This is an optimization exercise on Yosys and OpenROAD, whose aim is a short achievable clock period and few clock cycles, not a production implementation.
RTL that was checked went through simulation tests only; none was proved equivalent to the original.
The flow treats the clock pin as an ideal source, which a real chip does not have.
Power and IR drop assume default switching activity.

==> run a <==
## mips
module mips (
    input  logic        clk,
    input  logic        rstN,
    output logic [31:0] instrAddr,
    input  logic [31:0] instrData,
    output logic [31:0] dataAddr,
    output logic [31:0] dataWdata,
    output logic        dataWe,
    input  logic [31:0] dataRdata,
    output logic        wbWe,
    output logic [4:0]  wbAddr,
    output logic [31:0] wbData,
    output logic [31:0] wbPc
);
Settings: LEC_CHECK=0, ABC_CLOCK_PERIOD_IN_PS=2000, CAP_MARGIN=20, CORE_MARGIN=2, CORE_UTILIZATION=50, CTS_CLUSTER_DIAMETER=100, CTS_CLUSTER_SIZE=25, SLEW_MARGIN=20, SYNTH_HIERARCHICAL=1, SYNTH_MINIMUM_KEEP_SIZE=0; clock period 8.0 ns.
standard.sh (not shown) runs the stock make flow with config.mk's settings and CLKGATE_MAP_FILE= SYNTH_SCRIPT=/design/flow/synth_recipe.tcl, a recipe that flattens the netlist after the stock synthesis.
==> flow/flow/run.sh <==
#!/bin/bash
# The standard layout (standard.sh) with these changes:
# - synthesis: Yosys's full/half-adder extraction is off, and ABC maps the
#   logic with the delay-oriented script flow/fast.abc instead of ORFS's
#   abc_speed.script, without a222oi (no size above _1) and without the
#   slow wide or/and/nor gates and the 5-input aoi/oai gates.
#   Flip-flops are mapped before ABC runs, so registers,
#   their names and their cells are those of the standard synthesis.
# - the port buffers are buf_8 cells rather than the delay cells that
#   buffer_ports picks by default;
# - timing repair aims for 5.5 ns of setup slack;
# - after global placement, flow/place_post.tcl puts the flip-flops that
#   only drive an output port next to that port's buffer;
# - after CTS, flow/cts_post.tcl (with flow/retree.tcl) keeps CTS's leaf
#   clock buffers and drives them from 4 quadrant buffers that the clock port
#   feeds directly.
set -euo pipefail
W=$PWD
sed 's#^  log_cmd abc {\*}\$abc_args#  set abc_args [lreplace $abc_args 1 1 '"$W"'/flow/fast.abc]\n  foreach c {a222oi_1 or3_1 or3_2 or3_4 or3b_1 or3b_2 or3b_4 or4_1 or4_2 or4_4 or4b_1 or4b_2 or4b_4 or4bb_1 or4bb_2 or4bb_4 and4_1 and4_2 and4_4 and4b_1 and4b_2 and4b_4 and4bb_1 and4bb_2 and4bb_4 nor4_1 nor4_2 nor4_4 nor4b_1 nor4b_2 nor4b_4 nor4bb_1 nor4bb_2 nor4bb_4 a2111o_1 a2111o_2 a2111o_4 o2111a_1 o2111a_2 o2111a_4 a2111oi_0 a2111oi_1 a2111oi_2 a2111oi_4 o2111ai_1 o2111ai_2 o2111ai_4} { lappend abc_args -dont_use sky130_fd_sc_hd__$c }\n&#' \
    "$FLOW_HOME/scripts/synth.tcl" > "$W/synth_core.tcl"
grep -q "flow/fast.abc" "$W/synth_core.tcl"
sed "s#\$::env(SCRIPTS_DIR)/synth.tcl#$W/synth_core.tcl#" "$W/synth_recipe.tcl" > "$W/synth_fast.tcl"
sed "s#SYNTH_SCRIPT=[^ ]*#SYNTH_SCRIPT=$W/synth_fast.tcl SETUP_SLACK_MARGIN=5.5#" "$W/standard.sh" > "$W/standard_fast.sh"
grep -q "synth_fast.tcl" "$W/standard_fast.sh"
export ADDER_MAP_FILE=
export POST_CTS_TCL="$W/flow/cts_post.tcl"
export POST_GLOBAL_PLACE_TCL="$W/flow/place_post.tcl"
export BUFFER_PORTS_ARGS="-buffer_cell sky130_fd_sc_hd__buf_8"
bash "$W/standard_fast.sh" finish > "$W/flow.log" 2>&1
==> flow/flow/place_post.tcl <==
# Runs at the end of ORFS's global placement (POST_GLOBAL_PLACE_TCL): put
# each flip-flop that drives only an output port's buffer (and is not on a
# tight input path) right beside that buffer, so the wire to the port is
# short. Detailed placement legalizes them afterwards.
set block [ord::get_db_block]
set moved 0
foreach bt [$block getBTerms] {
  if {[$bt getIoType] ne "OUTPUT"} continue
  set net [$bt getNet]
  if {$net == "NULL"} continue
  set drv ""
  foreach it [$net getITerms] { if {[$it isOutputSignal]} { set drv [$it getInst] } }
  if {$drv == "" || ![string match "*buf*" [[$drv getMaster] getName]]} continue
  set in [[$drv findITerm A] getNet]
  if {$in == "NULL"} continue
  set ff ""
  set loads 0
  foreach it [$in getITerms] {
    if {[$it isOutputSignal]} { set ff [$it getInst] } else { incr loads }
  }
  if {$ff == "" || $loads != 1} continue
  set fname [$ff getName]
  if {![string match "*DFF*" $fname]} continue
  if {[string match "pcOut*" $fname] || [string match "mAddr*" $fname]} continue
  set b [$drv getBBox]
  $ff setLocation [$b xMin] [$b yMin]
  incr moved
}
puts "place_post: moved $moved output flip-flops beside their port buffers"
==> flow/flow/retree.tcl <==
# Rebuild the top of the clock tree that CTS made: keep CTS's leaf buffers
# (those that drive flip-flops), drop the buffers above them, and drive the
# leaves from 4 buf_16, one per quadrant of the leaves, which the clock port
# drives directly.
proc retree_is_buf {inst} {
  return [string match "sky130_fd_sc_hd__clkbuf_*" [[$inst getMaster] getName]]
}
proc retree_clock {} {
  set block [ord::get_db_block]
  set clkNet [$block findNet clk]
  set front [list $clkNet]
  set inner {}
  set leaves {}
  set dummies {}
  set seen 0
  while {[llength $front]} {
    set nxt {}
    foreach net $front {
      foreach it [$net getITerms] {
        if {[$it getIoType] ne "INPUT"} continue
        set inst [$it getInst]
        if {![retree_is_buf $inst]} {
          if {$net == $clkNet} { puts "retree: clock port drives [$inst getName] directly"; return 0 }
          continue
        }
        set out [[$inst findITerm X] getNet]
        if {$out == "NULL"} {
          # a dummy load CTS added for balance
          lappend dummies [list $inst $net]
          continue
        }
        set flops 0
        foreach o [$out getITerms] {
          if {[$o getInst] == $inst} continue
          if {![retree_is_buf [$o getInst]]} { incr flops }
        }
        if {$flops} { lappend leaves $inst } else { lappend inner $inst }
        lappend nxt $out
      }
    }
    set front $nxt
    if {[incr seen] > 20} { puts "retree: too deep"; return 0 }
  }
  puts "retree: [llength $inner] inner buffers, [llength $leaves] leaves"
  if {[llength $leaves] < 8} { return 0 }
  # quadrants around the median leaf
  set xs {}; set ys {}
  foreach l $leaves {
    set b [$l getBBox]
    lappend xs [expr {([$b xMin]+[$b xMax])/2}]
    lappend ys [expr {([$b yMin]+[$b yMax])/2}]
  }
  set sx [lsort -integer $xs]; set sy [lsort -integer $ys]
  set mx [lindex $sx [expr {[llength $sx]/2}]]; set my [lindex $sy [expr {[llength $sy]/2}]]
  for {set q 0} {$q < 4} {incr q} { set grp($q) {}; set gx($q) 0; set gy($q) 0 }
  foreach l $leaves x $xs y $ys {
    set q [expr {($x >= $mx ? 1 : 0) + ($y >= $my ? 2 : 0)}]
    lappend grp($q) $l
    set gx($q) [expr {$gx($q)+$x}]; set gy($q) [expr {$gy($q)+$y}]
  }
  # every leaf's input and every buffer fed by a leaf come loose
  foreach l $leaves {
    [$l findITerm A] disconnect
  }
  # dummy loads on the nets that go away go too
  set innerNets {}
  foreach b $inner { lappend innerNets [[$b findITerm X] getNet] }
  foreach d $dummies {
    lassign $d inst net
    if {$net == $clkNet || [lsearch -exact $innerNets $net] >= 0} { odb::dbInst_destroy $inst }
  }
  # remove the inner buffers and their nets
  foreach b $inner {
    set out [[$b findITerm X] getNet]
    odb::dbInst_destroy $b
    if {$out != "NULL" && [llength [$out getITerms]] == 0} { odb::dbNet_destroy $out }
  }
  set master [[ord::get_db] findMaster sky130_fd_sc_hd__buf_16]
  for {set q 0} {$q < 4} {incr q} {
    set n [llength $grp($q)]
    if {$n == 0} continue
    set b [odb::dbInst_create $block $master "clkroot_q$q"]
    set net [odb::dbNet_create $block "clk_q$q"]
    $net setSigType CLOCK
    [$b findITerm A] connect $clkNet
    [$b findITerm X] connect $net
    foreach l $grp($q) { [$l findITerm A] connect $net }
    $b setLocation [expr {$gx($q)/$n}] [expr {$gy($q)/$n}]
    $b setPlacementStatus PLACED
    puts "retree: quadrant $q: $n leaves"
  }
  return 1
}
Other scripts of this flow, unchanged in this note and not shown: flow/flow/cts_post.tcl, flow/flow/fast.abc
==> inputs of run b, as changes to run a <==
--- a/flow/design.v
+++ b/flow/design.v
@@ -105,22 +105,20 @@
     logic         dSelAdd, dSelSub, dSelAnd, dSelOr, dSelSlt;
     logic [4:0]   dDest, dRs, dRt;
     logic         dWHitA, dWHitB;        
     logic [3:0]   dSa, dSb, dSs;
     logic [4:0]   dFa, dFb;
     logic         dFs;
     logic         dSsLd;                 
-    logic         dLdA, dLdB;            
     logic         eValid, eWr, eIsLw, eIsSw;
     logic         eMisEq, eMisNe;        
     logic         eSelAdd, eSelSub, eSelAnd, eSelOr, eSelSlt;
     logic [4:0]   eDest;
     logic [31:0]  eA, eB, eSd, ePc, eAlt;
     logic         eSdLd;                 
-    logic         eLdA, eLdB;            
     logic         mValid, mWr, mIsLw, mStore;
     logic [4:0]   mDest;
     logic [31:0]  mRes, mAddr, mSd, mPc;
     logic         wWe;
     logic [4:0]   wDest;
     logic [31:0]  wData, wOut, wPc;
     logic [31:1]  wWeOh;
@@ -193,25 +191,21 @@
     assign nSs = eHitB ? 4'b0000 : mHitB ? (eIsLw ? 4'b0001 : 4'b0010) :
                  wHitB ? 4'b0100 : 4'b1000;
     assign nSa = (nLuiD || eHitA) ? 4'b0000 : mHitA ? (eIsLw ? 4'b0001 : 4'b0010) :
                  wHitA ? 4'b0100 : 4'b1000;
     assign nSb = nImmBD ? 4'b0000 : nSs;
     logic nStall;
     assign nStall = !stall && !mispredict && rValid && dValid && dIsLw && (dDest != 5'd0) &&
-                    ((rUseRs && rRs == dDest) || (rUseRt && rRt == dDest)) &&
-                    !(rSelAnd || (rSelOr && !rIsLui));    
+                    ((rUseRs && rRs == dDest) || (rUseRt && rRt == dDest));
     logic [31:0]  sum, diff, andv, orv, aluOut;
     logic         slt;
     assign sum  = ksAdd(eA, eB, 1'b0);
     assign diff = ksAdd(eA, ~eB, 1'b1);
-    logic [31:0] logA, logB;
-    assign logA = eLdA ? dataRdata : eA;
-    assign logB = eLdB ? dataRdata : eB;
-    assign andv = logA & logB;
-    assign orv  = logA | logB;
+    assign andv = eA & eB;
+    assign orv  = eA | eB;
     assign slt  = (eA[31] ^ eB[31]) ? eA[31] : diff[31];
     assign aluOut = ({32{eSelAdd}} & sum) | ({32{eSelSub}} & diff) |
                     ({32{eSelAnd}} & andv) | ({32{eSelOr}} & orv) |
                     {31'd0, eSelSlt & slt};
     logic [31:0] eqBits;
     assign eqBits = ~(eA ^ eB);
     brMiss eMissCtl (.eqBits(eqBits), .misEq(eMisEq), .misNe(eMisNe), .miss(mispredict));
@@ -325,18 +319,16 @@
         dRfA <= stall ? (dWHitA ? wData : dRfA) : (rWHitA ? wData : rfA);
         dRfB <= stall ? (dWHitB ? wData : dRfB) : (rWHitB ? wData : rfB);
         dWHitA <= wHitA;
         dWHitB <= wHitB;
         dSa <= nSa;
         dSb <= nSb;
         dSs <= nSs;
-        dFa <= {5{eHitA && !rIsLui && !dIsLw}} & {dSelSlt, dSelOr, dSelAnd, dSelSub, dSelAdd};
-        dFb <= {5{eHitB && (rIsR || rIsBeq) && !dIsLw}} & {dSelSlt, dSelOr, dSelAnd, dSelSub, dSelAdd};
-        dLdA <= eHitA && !rIsLui && dIsLw;
-        dLdB <= eHitB && (rIsR || rIsBeq) && dIsLw;
+        dFa <= {5{eHitA && !rIsLui}} & {dSelSlt, dSelOr, dSelAnd, dSelSub, dSelAdd};
+        dFb <= {5{eHitB && (rIsR || rIsBeq)}} & {dSelSlt, dSelOr, dSelAnd, dSelSub, dSelAdd};
         dFs <= eHitB && !dIsLw;
         dSsLd <= eHitB && dIsLw;
     end
     always_ff @(posedge clk or negedge rstN) begin
         if (!rstN) begin
             eValid <= 1'b0;
             eMisEq <= 1'b0;
@@ -365,16 +357,14 @@
                    ({32{dSb[2]}} & wData) | ({32{dSb[3]}} & dRfB) |
                    ({32{dImmB}} & dImmVal);
         eSd     <= fwd(dFsv) | ({32{dSs[0]}} & dataRdata) | ({32{dSs[1]}} & mRes) |
                    ({32{dSs[2]}} & wData) | ({32{dSs[3]}} & dRfB);
         ePc     <= dPc;
         eAlt    <= dAlt;
         eSdLd   <= dSsLd;
-        eLdA    <= dLdA;
-        eLdB    <= dLdB;
     end
     always_ff @(posedge clk or negedge rstN) begin
         if (!rstN) begin
             mValid <= 1'b0;
             mStore <= 1'b0;
         end else begin
             mValid <= eValid;
==> inputs of run c, as changes to run a <==
--- a/flow/design.v
+++ b/flow/design.v
@@ -105,33 +105,30 @@
     logic         dSelAdd, dSelSub, dSelAnd, dSelOr, dSelSlt;
     logic [4:0]   dDest, dRs, dRt;
     logic         dWHitA, dWHitB;        
     logic [3:0]   dSa, dSb, dSs;
     logic [4:0]   dFa, dFb;
     logic         dFs;
     logic         dSsLd;                 
-    logic         dLdA, dLdB;            
     logic         eValid, eWr, eIsLw, eIsSw;
     logic         eMisEq, eMisNe;        
     logic         eSelAdd, eSelSub, eSelAnd, eSelOr, eSelSlt;
     logic [4:0]   eDest;
     logic [31:0]  eA, eB, eSd, ePc, eAlt;
     logic         eSdLd;                 
-    logic         eLdA, eLdB;            
     logic         mValid, mWr, mIsLw, mStore;
     logic [4:0]   mDest;
     logic [31:0]  mRes, mAddr, mSd, mPc;
     logic         wWe;
     logic [4:0]   wDest;
     logic [31:0]  wData, wOut, wPc;
     logic [31:1]  wWeOh;
     logic [31:1]  rfValid;               
     logic [31:0]  regs [1:31];
-    logic         mispredict;            
-    logic         misPc, misPcOut;       
+    logic         mispredict;
     logic [5:0]   fOp, fFn;
     logic [4:0]   fRs, fRt, fRd;
     logic         fIsR, fIsOri, fIsLui, fIsLw, fIsSw, fIsBeq, fPredT;
     logic [31:0]  fPc4, fPc8;
     logic [8:0]   fLo8, fMid0, fMid1;
     logic [31:0]  fHiP, fHiM;
     assign fOp = instrData[31:26];
@@ -193,55 +190,48 @@
     assign nSs = eHitB ? 4'b0000 : mHitB ? (eIsLw ? 4'b0001 : 4'b0010) :
                  wHitB ? 4'b0100 : 4'b1000;
     assign nSa = (nLuiD || eHitA) ? 4'b0000 : mHitA ? (eIsLw ? 4'b0001 : 4'b0010) :
                  wHitA ? 4'b0100 : 4'b1000;
     assign nSb = nImmBD ? 4'b0000 : nSs;
     logic nStall;
     assign nStall = !stall && !mispredict && rValid && dValid && dIsLw && (dDest != 5'd0) &&
-                    ((rUseRs && rRs == dDest) || (rUseRt && rRt == dDest)) &&
-                    !(rSelAnd || (rSelOr && !rIsLui));    
+                    ((rUseRs && rRs == dDest) || (rUseRt && rRt == dDest));
     logic [31:0]  sum, diff, andv, orv, aluOut;
-    logic         slt;
+    logic         slt, eq;
     assign sum  = ksAdd(eA, eB, 1'b0);
     assign diff = ksAdd(eA, ~eB, 1'b1);
-    logic [31:0] logA, logB;
-    assign logA = eLdA ? dataRdata : eA;
-    assign logB = eLdB ? dataRdata : eB;
-    assign andv = logA & logB;
-    assign orv  = logA | logB;
+    assign andv = eA & eB;
+    assign orv  = eA | eB;
     assign slt  = (eA[31] ^ eB[31]) ? eA[31] : diff[31];
     assign aluOut = ({32{eSelAdd}} & sum) | ({32{eSelSub}} & diff) |
                     ({32{eSelAnd}} & andv) | ({32{eSelOr}} & orv) |
                     {31'd0, eSelSlt & slt};
-    logic [31:0] eqBits;
-    assign eqBits = ~(eA ^ eB);
-    brMiss eMissCtl (.eqBits(eqBits), .misEq(eMisEq), .misNe(eMisNe), .miss(mispredict));
-    brMiss eMissPc  (.eqBits(eqBits), .misEq(eMisEq), .misNe(eMisNe), .miss(misPc));
-    brMiss eMissOut (.eqBits(eqBits), .misEq(eMisEq), .misNe(eMisNe), .miss(misPcOut));
+    assign eq   = (eA == eB);
+    assign mispredict = eq ? eMisEq : eMisNe;
     function automatic logic [31:0] fwd(input logic [4:0] f);
         fwd = ({32{f[0]}} & sum) | ({32{f[1]}} & diff) | ({32{f[2]}} & andv) |
               ({32{f[3]}} & orv) | {31'd0, f[4] & slt};
     endfunction
     logic [31:0] pcOut;
     assign instrAddr = pcOut;
     logic [31:0] pcNext;
     logic [31:0] pcSeq;
     assign pcSeq  = stall ? pc : (rValid && rTake) ? rTarget : fPc4;
-    assign pcNext = misPc ? eAlt : pcSeq;
+    assign pcNext = mispredict ? eAlt : pcSeq;
     logic [31:0] pcSeqR;
     assign pcSeqR = rstN ? pcSeq : 32'h0000_3000;
     always_ff @(posedge clk or negedge rstN) begin
         if (!rstN) begin
             pc <= 32'h0000_3000;
         end else begin
             pc <= pcNext;
         end
     end
     always_ff @(posedge clk) begin
-        pcOut <= misPcOut ? eAlt : pcSeqR;
+        pcOut <= mispredict ? eAlt : pcSeqR;
     end
     always_ff @(posedge clk or negedge rstN) begin
         if (!rstN) begin
             rValid <= 1'b0;
             stall  <= 1'b0;
         end else begin
             if (mispredict) begin
@@ -325,18 +315,16 @@
         dRfA <= stall ? (dWHitA ? wData : dRfA) : (rWHitA ? wData : rfA);
         dRfB <= stall ? (dWHitB ? wData : dRfB) : (rWHitB ? wData : rfB);
         dWHitA <= wHitA;
         dWHitB <= wHitB;
         dSa <= nSa;
         dSb <= nSb;
         dSs <= nSs;
-        dFa <= {5{eHitA && !rIsLui && !dIsLw}} & {dSelSlt, dSelOr, dSelAnd, dSelSub, dSelAdd};
-        dFb <= {5{eHitB && (rIsR || rIsBeq) && !dIsLw}} & {dSelSlt, dSelOr, dSelAnd, dSelSub, dSelAdd};
-        dLdA <= eHitA && !rIsLui && dIsLw;
-        dLdB <= eHitB && (rIsR || rIsBeq) && dIsLw;
+        dFa <= {5{eHitA && !rIsLui}} & {dSelSlt, dSelOr, dSelAnd, dSelSub, dSelAdd};
+        dFb <= {5{eHitB && (rIsR || rIsBeq)}} & {dSelSlt, dSelOr, dSelAnd, dSelSub, dSelAdd};
         dFs <= eHitB && !dIsLw;
         dSsLd <= eHitB && dIsLw;
     end
     always_ff @(posedge clk or negedge rstN) begin
         if (!rstN) begin
             eValid <= 1'b0;
             eMisEq <= 1'b0;
@@ -365,16 +353,14 @@
                    ({32{dSb[2]}} & wData) | ({32{dSb[3]}} & dRfB) |
                    ({32{dImmB}} & dImmVal);
         eSd     <= fwd(dFsv) | ({32{dSs[0]}} & dataRdata) | ({32{dSs[1]}} & mRes) |
                    ({32{dSs[2]}} & wData) | ({32{dSs[3]}} & dRfB);
         ePc     <= dPc;
         eAlt    <= dAlt;
         eSdLd   <= dSsLd;
-        eLdA    <= dLdA;
-        eLdB    <= dLdB;
     end
     always_ff @(posedge clk or negedge rstN) begin
         if (!rstN) begin
             mValid <= 1'b0;
             mStore <= 1'b0;
         end else begin
             mValid <= eValid;
@@ -421,22 +407,14 @@
     end
     always_ff @(posedge clk) begin
         for (int i = 1; i < 32; i++) begin
             if (wWeOh[i]) regs[i] <= wData;
         end
     end
 endmodule
-module brMiss (
-    input  logic [31:0] eqBits,
-    input  logic        misEq,
-    input  logic        misNe,
-    output logic        miss
-);
-    assign miss = (&eqBits) ? misEq : misNe;
-endmodule
 module pcAdd (
     input  logic [31:0] a,
     input  logic [31:0] k,
     output logic [31:0] s
 );
     assign s = a + k;
 endmodule
==> flow/flow/run.sh (replaced) <==
#!/bin/bash
# The standard layout (standard.sh) with these changes:
# - synthesis: Yosys's full/half-adder extraction is off, and ABC maps the
#   logic with the delay-oriented script flow/fast.abc instead of ORFS's
#   abc_speed.script, without a222oi (it has no stronger size than _1).
#   Flip-flops are mapped before ABC runs, so registers,
#   their names and their cells are those of the standard synthesis.
# - the port buffers are buf_8 cells rather than the delay cells that
#   buffer_ports picks by default;
# - timing repair aims for 5.5 ns of setup slack;
# - after CTS, flow/cts_post.tcl (with flow/retree.tcl) keeps CTS's leaf
#   clock buffers and drives them from 4 quadrant buffers that the clock port
#   feeds directly.
set -euo pipefail
W=$PWD
sed 's#^  log_cmd abc {\*}\$abc_args#  set abc_args [lreplace $abc_args 1 1 '"$W"'/flow/fast.abc]\n  lappend abc_args -dont_use sky130_fd_sc_hd__a222oi_1\n&#' \
    "$FLOW_HOME/scripts/synth.tcl" > "$W/synth_core.tcl"
grep -q "flow/fast.abc" "$W/synth_core.tcl"
sed "s#\$::env(SCRIPTS_DIR)/synth.tcl#$W/synth_core.tcl#" "$W/synth_recipe.tcl" > "$W/synth_fast.tcl"
sed "s#SYNTH_SCRIPT=[^ ]*#SYNTH_SCRIPT=$W/synth_fast.tcl SETUP_SLACK_MARGIN=5.5#" "$W/standard.sh" > "$W/standard_fast.sh"
grep -q "synth_fast.tcl" "$W/standard_fast.sh"
export ADDER_MAP_FILE=
export POST_CTS_TCL="$W/flow/cts_post.tcl"
export BUFFER_PORTS_ARGS="-buffer_cell sky130_fd_sc_hd__buf_8"
bash "$W/standard_fast.sh" finish > "$W/flow.log" 2>&1
--- a/flow/flow/retree.tcl
+++ b/flow/flow/retree.tcl
@@ -1,11 +1,11 @@
 # Rebuild the top of the clock tree that CTS made: keep CTS's leaf buffers
 # (those that drive flip-flops), drop the buffers above them, and drive the
-# leaves from 4 buf_16, one per quadrant of the leaves, which the clock port
-# drives directly.
+# leaves from 4 clkbuf_16, one per quadrant of the leaves, which the clock
+# port drives directly.
 proc retree_is_buf {inst} {
   return [string match "sky130_fd_sc_hd__clkbuf_*" [[$inst getMaster] getName]]
 }
 proc retree_clock {} {
   set block [ord::get_db_block]
   set clkNet [$block findNet clk]
   set front [list $clkNet]
@@ -71,15 +71,15 @@
   }
   # remove the inner buffers and their nets
   foreach b $inner {
     set out [[$b findITerm X] getNet]
     odb::dbInst_destroy $b
     if {$out != "NULL" && [llength [$out getITerms]] == 0} { odb::dbNet_destroy $out }
   }
-  set master [[ord::get_db] findMaster sky130_fd_sc_hd__buf_16]
+  set master [[ord::get_db] findMaster sky130_fd_sc_hd__clkbuf_16]
   for {set q 0} {$q < 4} {incr q} {
     set n [llength $grp($q)]
     if {$n == 0} continue
     set b [odb::dbInst_create $block $master "clkroot_q$q"]
     set net [odb::dbNet_create $block "clk_q$q"]
     $net setSigType CLOCK
     [$b findITerm A] connect $clkNet
removed: flow/flow/place_post.tcl
==> summary.txt <==
- The lowest first-iteration DRC count belongs to run a, the highest to run b.
- Run a completed with no timing, DRC or antenna violations. Run c ran to the end with no violations. Run b finished clean.
- In sequential power, run c and run a hardly differ.
- Synthesized cell count: run a > run b > run c.
- Core utilization, highest first: run b, run a, run c.
- Power: run b > run a > run c.
- Sequential cell count is the same in run c and run b.
Testbench counts of run b, summed over its fixed seeds: cycles 22,219.
Testbench counts of run c, summed over its fixed seeds: cycles 22,219.
No functional check of the RTL was part of run a.

[re-timing with driven ports]
No port has a modelled driver above. Below, the same layouts with a new extraction and two added sets of constraints. Step 1 (the two cells are an assumption about what drives the block):
set clk [get_ports {clk}]
set_driving_cell -lib_cell sky130_fd_sc_hd__clkbuf_16 $clk
set_driving_cell -lib_cell sky130_fd_sc_hd__buf_2 [delete_from_list [all_inputs] $clk]
Step 2 times the ports against the registers' clock, not the clock port: input delays grow and output delays shrink by t, the midpoint of the rising clock arrivals with the driver on. Slacks: ideal ports / drivers / drivers and shift; pairs: ideal ports / drivers.
run | t (ns) | setup WS [ns] | hold slack, ns | latest minus earliest clock arrival (ns) | pins driven straight from the clock port
run a | 0.798 | 5.248 / 5.043 / 4.904 | 0.283 / 0.283 / 0.283 | 0.074 / 0.074 | 4
run b | 0.821 | 5.255 / 5.045 / 4.829 | 0.253 / 0.253 / 0.253 | 0.098 / 0.097 | 4
run c | 0.802 | 5.169 / 5.038 / 4.633 | 0.296 / 0.296 / 0.296 | 0.061 / 0.060 | 4
After both steps every run listed still meets setup and hold. For run c, which loses most, drivers alone change the setup slack by -0.131 ns; drivers and shift together by -0.536 ns.
